Context: an optimization exercise on an open-source flow, tuned for small area and a short achievable clock period. The choices shown serve that exercise and are no tape-out recipe. The RTL was checked by simulation tests, not by an equivalence proof against the original design. No driver is modelled on the clock port, so clocking that relies on it looks cheaper here than on a real chip. Power is estimated from default activity; no workload was simulated.

==> run F <==
// nic_control
module nic_control (
    input  logic                          clk,
    input  logic                          resetn,
    input  logic                          req_write,
    input  logic [8-1:0]   req_write_index,
    input  logic [32-1:0]    req_write_data,
    input  logic                          req_read,
    input  logic [8-1:0]   req_read_index,
    output logic                          rsp_write_done,
    output logic [1:0]                    rsp_write_resp,
    output logic                          rsp_read_valid,
    output logic [32-1:0]    rsp_read_data,
    output logic [1:0]                    rsp_read_resp,
    input  logic                          ev_good,
    input  logic                          ev_bad,
    input  logic                          ev_range_err,
    input  logic [32-1:0]   seq_tdata,
    input  logic                          seq_tvalid,
    input  logic                          seq_tready,
    input  logic                          overflow_0,
    input  logic                          overflow_1,
    input  logic                          hbm_cattrip,
    input  logic                          pcs_aligned,
    input  logic                          generator_idle,
    output logic [64-1:0]        cfg_pci_base,
    output logic [64-1:0]        cfg_pci_size,
    output logic [64-1:0]        cfg_packet_count,
    output logic                          cfg_loopback,
    output logic                          gen_packets,
    output logic                          pause_pci,
    output logic                          resetn_out
);
clock: 5.0 ns
lec_check: 0
cap_margin: 20
core_margin: 2
core_utilization: 55
cts_cluster_diameter: 80
cts_cluster_size: 25
place_density: 0.7
setup_slack_margin: 3.0
slew_margin: 70
tns_end_percent: 5
buffer_ports_args: -buffer_cell sky130_fd_sc_hd__buf_1
pre_cts_tcl: /design/flow/flow/pre_cts.tcl
dont_use_cells: sky130_fd_sc_hd__or4_1 sky130_fd_sc_hd__or4_2 sky130_fd_sc_hd__or4_4 sky130_fd_sc_hd__or4b_1 sky130_fd_sc_hd__or4b_2 sky130_fd_sc_hd__or4b_4 sky130_fd_sc_hd__or4bb_1 sky130_fd_sc_hd__or4bb_2 sky130_fd_sc_hd__or4bb_4 sky130_fd_sc_hd__nor4_1 sky130_fd_sc_hd__nor4_2 sky130_fd_sc_hd__nor4_4 sky130_fd_sc_hd__nor4b_1 sky130_fd_sc_hd__nor4b_2 sky130_fd_sc_hd__nor4b_4 sky130_fd_sc_hd__nor4bb_1 sky130_fd_sc_hd__nor4bb_2 sky130_fd_sc_hd__nor4bb_4 sky130_fd_sc_hd__or3_1 sky130_fd_sc_hd__or3_2 sky130_fd_sc_hd__or3_4 sky130_fd_sc_hd__or3b_1 sky130_fd_sc_hd__or3b_2 sky130_fd_sc_hd__or3b_4
standard.sh (not shown) runs the stock make flow with config.mk's settings and CLKGATE_MAP_FILE= SYNTH_SCRIPT=/design/flow/synth_recipe.tcl, a recipe that flattens the netlist after the stock synthesis.
==> flow/flow/run.sh <==
#!/bin/bash
set -euo pipefail
cd "$(dirname "$0")/.."
FLOWDIR=$(pwd)/flow
cat >> config.mk <<EOC
export BUFFER_PORTS_ARGS = -buffer_cell sky130_fd_sc_hd__buf_1
export PRE_CTS_TCL = $FLOWDIR/pre_cts.tcl
export DONT_USE_CELLS = $(cat $FLOWDIR/slow_cells.txt)
EOC
bash standard.sh > flow_standard.log 2>&1
==> flow/flow/pre_cts.tcl <==
# Wrap clock_tree_synthesis: after the tree is built, remove its root buffer so that the
# clock port drives the first-level buffers directly.
proc my_remove_clock_root {} {
  set block [ord::get_db_block]
  foreach inst [$block getInsts] {
    set name [$inst getName]
    if {![string match "clkbuf_0_*" $name]} { continue }
    set in_net [[$inst findITerm A] getNet]
    set out_net [[$inst findITerm X] getNet]
    set sinks {}
    foreach it [$out_net getITerms] {
      if {[$it getInst] != $inst} { lappend sinks $it }
    }
    if {[llength $sinks] > 4} {
      puts "keeping clock root $name: it drives [llength $sinks] pins"
      continue
    }
    puts "removing clock root $name driving [llength $sinks] pins"
    foreach it $sinks { $it disconnect }
    [$inst findITerm A] disconnect
    [$inst findITerm X] disconnect
    odb::dbInst_destroy $inst
    foreach it $sinks { $it connect $in_net }
    odb::dbNet_destroy $out_net
  }
}

rename clock_tree_synthesis my_orig_clock_tree_synthesis
proc clock_tree_synthesis {args} {
  my_orig_clock_tree_synthesis {*}$args
  my_remove_clock_root
}
==> flow/flow/slow_cells.txt <==
sky130_fd_sc_hd__or4_1 sky130_fd_sc_hd__or4_2 sky130_fd_sc_hd__or4_4 sky130_fd_sc_hd__or4b_1 sky130_fd_sc_hd__or4b_2 sky130_fd_sc_hd__or4b_4 sky130_fd_sc_hd__or4bb_1 sky130_fd_sc_hd__or4bb_2 sky130_fd_sc_hd__or4bb_4 sky130_fd_sc_hd__nor4_1 sky130_fd_sc_hd__nor4_2 sky130_fd_sc_hd__nor4_4 sky130_fd_sc_hd__nor4b_1 sky130_fd_sc_hd__nor4b_2 sky130_fd_sc_hd__nor4b_4 sky130_fd_sc_hd__nor4bb_1 sky130_fd_sc_hd__nor4bb_2 sky130_fd_sc_hd__nor4bb_4 sky130_fd_sc_hd__or3_1 sky130_fd_sc_hd__or3_2 sky130_fd_sc_hd__or3_4 sky130_fd_sc_hd__or3b_1 sky130_fd_sc_hd__or3b_2 sky130_fd_sc_hd__or3b_4
==> run B (differences from run F) <==
--- a/flow/config.mk
+++ b/flow/config.mk
@@ -11,8 +11,8 @@
 export CTS_CLUSTER_DIAMETER = 80
 export CTS_CLUSTER_SIZE = 25
 export PLACE_DENSITY = 0.7
-export SETUP_SLACK_MARGIN = 3.0
-export SLEW_MARGIN = 70
+export SETUP_SLACK_MARGIN = 2.8
+export SLEW_MARGIN = 50
 export TNS_END_PERCENT = 5
 export BUFFER_PORTS_ARGS = -buffer_cell sky130_fd_sc_hd__buf_1
 export PRE_CTS_TCL = /design/flow/flow/pre_cts.tcl
==> summary of the runs <==
In run B the combinational power is smaller than in run F, by about 8%. Global-route usage: run B is lower than run F (0.12 points). In synthesized area, run F and run B do not differ. In run B the via count is lower than in run F, by 1.3%.

==> port drivers added, routing unchanged <==
The results above use ideal ports. As a check the final layouts listed here were re-extracted and re-timed, cells and wires unchanged.
Step 1 assumes that a clkbuf_16 drives the clock port and a buf_2 every other input.
Step 2 moves the port delays by t, midway between the first and last clock arrival at a register: inputs arrive t later, outputs are due t later. That takes back most of the time a late clock gives input paths.
a / b / c = no drivers / after step 1 / after step 2; a / b = the first two.
| run | t (ns) | slack for setup (ns) | worst setup path after step 2 | worst slew at a driven data input, ns | cell pins on the clock port's net |
|---|---|---|---|---|---|
| run F | 0.497 | 2.692 / 2.724 / 2.229 | input to register | 0.12 | 2 |
| run B | 0.496 | 2.685 / 2.697 / 2.220 | input to register | 0.10 | 2 |
After both steps setup and hold are still met in every run listed. The setup slack of run B, which loses most, moves by +0.012 ns with the drivers and by -0.465 ns with both steps.
